Background: an optimization exercise with open tools, aiming at small area. Do not read the settings as production practice.
Where RTL was checked, it was by simulation tests only, not by an equivalence proof against the original.

Setup of JK:
==> flow/design.v <==
module iot_filter_param #(
    parameter int IN_W  = 8,
    parameter int BEATS = 16,
    parameter int WORDS = 8
) (
    input  logic                     clk,
    input  logic                     rst,
    input  logic                     in_en,
    input  logic [IN_W-1:0]          iot_in,
    input  logic [2:0]               fn_sel,
    input  logic [IN_W*BEATS-1:0]    lo_bound,
    input  logic [IN_W*BEATS-1:0]    hi_bound,
    output logic                     busy,
    output logic                     valid,
    output logic [IN_W*BEATS-1:0]    iot_out
);
    localparam int WORD_W = IN_W * BEATS;
    localparam int LOG2W  = $clog2(WORDS);
    localparam int BCW    = $clog2(BEATS);
    logic              busy_r;
    logic              valid_r;
    logic [BCW-1:0]    beat_cnt;
    logic [LOG2W-1:0]  word_cnt;
    logic [2:0]        fn;
    logic              peak_vld;
    logic              fold_r;
    logic              chg;
    logic              ag, al, bg, bl;
    logic [WORD_W-1:0] acc;
    logic [LOG2W-1:0]  ext;
    logic [LOG2W-1:0]  lowp;
    logic [WORD_W-1:0] lo;
    logic [WORD_W-1:0] hi;
    logic [BEATS-1:0]  cy;
    logic              accept, rs, beat0, beatl;
    logic [2:0]        fn_e;
    logic              fold_now, fold_e;
    logic              is_max, is_min, is_avg, is_ext, is_rnd, force_b;
    logic [IN_W-1:0]   lo_b, hi_b, at, bt;
    logic              ag0, al0, bg0, bl0, eqa, eqb;
    logic              ag_n, al_n, bg_n, bl_n;
    logic              take;
    logic [IN_W-1:0]   addb;
    logic [IN_W:0]     sum;
    logic [LOG2W:0]    sum_lo;
    logic [IN_W-1:0]   nbyte;
    assign accept   = in_en && !busy_r;
    assign beat0    = (beat_cnt == '0);
    assign beatl    = (beat_cnt == BCW'(BEATS - 1));
    assign rs       = beat0 && (word_cnt == '0);
    assign fold_now = peak_vld && (fn_sel == fn);
    assign fn_e     = rs ? fn_sel : fn;
    assign fold_e   = rs ? fold_now : fold_r;
    assign is_max   = (fn_e == 3'd1) || (fn_e == 3'd6);
    assign is_min   = (fn_e == 3'd2) || (fn_e == 3'd7);
    assign is_avg   = (fn_e == 3'd3);
    assign is_ext   = (fn_e[2:1] == 2'b10);
    assign is_rnd   = is_max || is_min || is_avg;
    assign force_b  = is_rnd && !fold_e && (word_cnt == '0);
    logic [BEATS-1:0] bsel;
    always_comb begin
        bsel = '0;
        bsel[beat_cnt] = 1'b1;
        lo_b = rs ? lo_bound[WORD_W-1 -: IN_W] : '0;
        hi_b = rs ? hi_bound[WORD_W-1 -: IN_W] : '0;
        for (int k = 0; k < BEATS; k++) begin
            lo_b = lo_b | ({IN_W{bsel[k] && !rs}} & lo[WORD_W-1-IN_W*k -: IN_W]);
            hi_b = hi_b | ({IN_W{bsel[k] && !rs}} & hi[WORD_W-1-IN_W*k -: IN_W]);
        end
    end
    assign at   = is_ext ? lo_b : acc[WORD_W-1 -: IN_W];
    assign bt   = hi_b;
    assign ag0  = !beat0 && ag;
    assign al0  = !beat0 && al;
    assign bg0  = !beat0 && bg;
    assign bl0  = !beat0 && bl;
    assign eqa  = !ag0 && !al0;
    assign eqb  = !bg0 && !bl0;
    assign ag_n = ag0 || (eqa && (iot_in > at));
    assign al_n = al0 || (eqa && (iot_in < at));
    assign bg_n = bg0 || (eqb && (iot_in > bt));
    assign bl_n = bl0 || (eqb && (iot_in < bt));
    assign take  = !is_rnd || force_b || (is_max && ag_n) || (is_min && al_n);
    assign addb   = {(beat0 ? {LOG2W{1'b0}} : lowp), iot_in[IN_W-1:LOG2W]};
    assign sum    = (force_b ? {IN_W{1'b0}} : at) + addb + (!force_b && cy[BEATS-1]);
    assign sum_lo = (force_b ? {LOG2W{1'b0}} : ext) + iot_in[LOG2W-1:0];
    assign nbyte  = is_avg ? sum[IN_W-1:0] : (take ? iot_in : at);
    always_ff @(posedge clk) begin
        if (rst) begin
            busy_r   <= 1'b0;
            valid_r  <= 1'b0;
            beat_cnt <= '0;
            word_cnt <= '0;
            peak_vld <= 1'b0;
        end else begin
            busy_r  <= accept && beatl;
            valid_r <= 1'b0;
            if (accept) begin
                beat_cnt <= beat_cnt + 1'b1;
                if (rs && fn_sel != fn) peak_vld <= 1'b0;
            end
            if (busy_r) begin
                word_cnt <= word_cnt + 1'b1;
                if (fn == 3'd4)
                    valid_r <= ag && bl;
                else if (fn == 3'd5)
                    valid_r <= al || bg;
                else if (word_cnt == LOG2W'(WORDS - 1) && fn != 3'd0)
                    valid_r <= chg;
                if (word_cnt == LOG2W'(WORDS - 1) && fn[2:1] == 2'b11)
                    peak_vld <= 1'b1;
            end
        end
    end
    always_ff @(posedge clk) begin
        if (accept) begin
            ag   <= ag_n;
            al   <= al_n;
            bg   <= bg_n;
            bl   <= bl_n;
            chg  <= (rs ? !fold_now : chg) || (is_max && ag_n) || (is_min && al_n);
            acc  <= {acc[WORD_W-IN_W-1:0], nbyte};
            lowp <= iot_in[LOG2W-1:0];
            cy   <= {cy[BEATS-2:1], cy[0] || (is_avg && !beat0 && sum[IN_W]),
                     is_avg && beatl && sum_lo[LOG2W]};
            if (beatl)
                ext <= sum_lo[LOG2W-1:0];
            if (rs) begin
                fn     <= fn_sel;
                fold_r <= fold_now;
                lo     <= lo_bound;
                hi     <= hi_bound;
            end
        end
    end
    localparam int GRP = 4;
    logic [BEATS:0]    bc;
    logic [BEATS-1:0]  bg_g, bg_p;
    logic [WORD_W-1:0] tot;
    for (genvar k = 0; k < BEATS; k++) begin : g_gp
        logic [IN_W-1:0] a;
        assign a       = acc[k*IN_W +: IN_W];
        assign bg_g[k] = a[0] & cy[k] & (&a[IN_W-1:1]);
        assign bg_p[k] = (a[0] | cy[k]) & (&a[IN_W-1:1]);
    end
    assign bc[0] = 1'b0;
    for (genvar g = 0; g < BEATS / GRP; g++) begin : g_grp
        logic gg, gp;
        always_comb begin
            gg = 1'b0;
            gp = 1'b1;
            for (int k = g * GRP; k < g * GRP + GRP; k++) begin
                gg = bg_g[k] | (bg_p[k] & gg);
                gp = gp & bg_p[k];
            end
        end
        for (genvar k = g * GRP; k < g * GRP + GRP - 1; k++) begin : g_in
            assign bc[k+1] = bg_g[k] | (bg_p[k] & bc[k]);
        end
        assign bc[g*GRP+GRP] = gg | (gp & bc[g*GRP]);
    end
    for (genvar k = 0; k < BEATS; k++) begin : g_res
        logic [IN_W-1:0] a;
        logic [IN_W:0]   t;
        assign a    = acc[k*IN_W +: IN_W];
        assign t[1] = (a[0] & cy[k]) | (bc[k] & (a[0] | cy[k]));
        assign tot[k*IN_W] = a[0] ^ cy[k] ^ bc[k];
        for (genvar m = 1; m < IN_W; m++) begin : g_bit
            assign t[m+1] = t[m] & a[m];
            assign tot[k*IN_W+m] = a[m] ^ t[m];
        end
    end
    assign busy    = busy_r;
    assign valid   = valid_r;
    assign iot_out = valid_r ? tot : '0;
endmodule
Settings: LEC_CHECK=0, ABC_AREA=1, CAP_MARGIN=20, CORE_MARGIN=2, CORE_UTILIZATION=40, PLACE_DENSITY=0.6, SLEW_MARGIN=20; clock period 11.0 ns.
standard.sh (not shown) runs the stock make flow with config.mk's settings and CLKGATE_MAP_FILE= SYNTH_SCRIPT=/design/flow/synth_recipe.tcl, a recipe that flattens the netlist after the stock synthesis.
==> flow/flow/run.sh <==
#!/bin/bash
# Standard ORFS layout (the standard.sh) with the smallest buffer cell on the ports
# and a clock tree without dummy loads.
set -euo pipefail
export BUFFER_PORTS_ARGS="-buffer_cell sky130_fd_sc_hd__buf_1"
export CTS_ARGS="-sink_clustering_enable -repair_clock_nets -buf_list sky130_fd_sc_hd__clkbuf_8 -sink_clustering_size 16 -sink_clustering_max_diameter 80 -dont_use_dummy_load"
bash standard.sh > standard.log 2>&1
JK: done, clean on timing, DRC and antenna
--- input diff JK..MS ---
--- a/flow/design.v
+++ b/flow/design.v
@@ -21,11 +21,10 @@
     logic              valid_r;
     logic [BCW-1:0]    beat_cnt;
     logic [LOG2W-1:0]  word_cnt;
     logic [2:0]        fn;
     logic              peak_vld;
-    logic              fold_r;
     logic              chg;
     logic              ag, al, bg, bl;
     logic [WORD_W-1:0] acc;
     logic [LOG2W-1:0]  ext;
     logic [LOG2W-1:0]  lowp;
@@ -48,11 +47,11 @@
     assign beat0    = (beat_cnt == '0);
     assign beatl    = (beat_cnt == BCW'(BEATS - 1));
     assign rs       = beat0 && (word_cnt == '0);
     assign fold_now = peak_vld && (fn_sel == fn);
     assign fn_e     = rs ? fn_sel : fn;
-    assign fold_e   = rs ? fold_now : fold_r;
+    assign fold_e   = rs ? fold_now : peak_vld;
     assign is_max   = (fn_e == 3'd1) || (fn_e == 3'd6);
     assign is_min   = (fn_e == 3'd2) || (fn_e == 3'd7);
     assign is_avg   = (fn_e == 3'd3);
     assign is_ext   = (fn_e[2:1] == 2'b10);
     assign is_rnd   = is_max || is_min || is_avg;
@@ -125,51 +124,39 @@
                      is_avg && beatl && sum_lo[LOG2W]};
             if (beatl)
                 ext <= sum_lo[LOG2W-1:0];
             if (rs) begin
                 fn     <= fn_sel;
-                fold_r <= fold_now;
                 lo     <= lo_bound;
                 hi     <= hi_bound;
             end
         end
     end
-    localparam int GRP = 4;
     logic [BEATS:0]    bc;
     logic [BEATS-1:0]  bg_g, bg_p;
     logic [WORD_W-1:0] tot;
     for (genvar k = 0; k < BEATS; k++) begin : g_gp
         logic [IN_W-1:0] a;
         assign a       = acc[k*IN_W +: IN_W];
         assign bg_g[k] = a[0] & cy[k] & (&a[IN_W-1:1]);
         assign bg_p[k] = (a[0] | cy[k]) & (&a[IN_W-1:1]);
     end
     assign bc[0] = 1'b0;
-    for (genvar g = 0; g < BEATS / GRP; g++) begin : g_grp
-        logic gg, gp;
-        always_comb begin
-            gg = 1'b0;
-            gp = 1'b1;
-            for (int k = g * GRP; k < g * GRP + GRP; k++) begin
-                gg = bg_g[k] | (bg_p[k] & gg);
-                gp = gp & bg_p[k];
-            end
-        end
-        for (genvar k = g * GRP; k < g * GRP + GRP - 1; k++) begin : g_in
-            assign bc[k+1] = bg_g[k] | (bg_p[k] & bc[k]);
-        end
-        assign bc[g*GRP+GRP] = gg | (gp & bc[g*GRP]);
+    for (genvar k = 0; k < BEATS; k++) begin : g_bc
+        assign bc[k+1] = bg_g[k] | (bg_p[k] & bc[k]);
     end
     for (genvar k = 0; k < BEATS; k++) begin : g_res
         logic [IN_W-1:0] a;
-        logic [IN_W:0]   t;
+        logic [IN_W:0]   p;
+        logic            c1;
         assign a    = acc[k*IN_W +: IN_W];
-        assign t[1] = (a[0] & cy[k]) | (bc[k] & (a[0] | cy[k]));
+        assign c1   = (a[0] & cy[k]) | (bc[k] & (a[0] | cy[k]));
         assign tot[k*IN_W] = a[0] ^ cy[k] ^ bc[k];
+        assign p[1] = 1'b1;
         for (genvar m = 1; m < IN_W; m++) begin : g_bit
-            assign t[m+1] = t[m] & a[m];
-            assign tot[k*IN_W+m] = a[m] ^ t[m];
+            assign p[m+1] = p[m] & a[m];
+            assign tot[k*IN_W+m] = a[m] ^ (c1 & p[m]);
         end
     end
     assign busy    = busy_r;
     assign valid   = valid_r;
     assign iot_out = valid_r ? tot : '0;
## What came out
Delta (MS minus JK): synthesized cell count grew by about 1%; initial antenna violation count went up 5; number of synthesized flops with an enable pin now sits at about the same level.
The run showing the smaller detailed-route via count is JK.
Lower synthesized area among JK and MS: MS
Diff JK -> MS | die area | down by a few percent
Sequential cell count: JK vs MS — no meaningful difference
[MS] row count fell 1 relative to JK
In terms of sequential standard cell area, MS and JK differ only marginally.
In MS the arrival time at the worst endpoint turned out 710 ps higher than in JK.
Delta (MS minus JK): average wire per cell in the routed design now larger, via density per instance now larger, synthesized area divided by synthesized cell count now smaller.
JK reports its most frequent standard cell in the layout excluding fill and tap cells as nand2_1 while MS reports edfxtp_1.
For MS, the top layer reached by signal wires was met5, unlike JK, where it was met4.
Looking at core region area, MS sits 1100 um^2 below JK.
The RTL of JK was laid out without a check of its function.

## what the ideal ports hide
The flow's constraints put no driver on any port. The routed layouts listed below were extracted and timed again, unchanged, in two steps.
Step 1 assumes that a clkbuf_16 drives the clock port and a buf_2 every other input.
Step 2 times the ports against the registers' clock, not the clock port: input delays grow and output delays shrink by t, the midpoint of the rising clock arrivals with the driver on.
Three values: ideal ports, drivers, drivers and shift; two values: the first two.
| run | t, ns | slack for setup (ns) | slew at the worst register clock pin (ns) | worst slew at a driven data input, ns |
|---|---|---|---|---|
| JK | 0.637 | 4.516 / 4.466 / 5.103 | 0.11 / 0.11 | 0.14 |
| MS | 0.639 | 3.809 / 3.758 / 4.397 | 0.11 / 0.11 | 0.11 |
After both steps setup and hold are still met in every run listed.
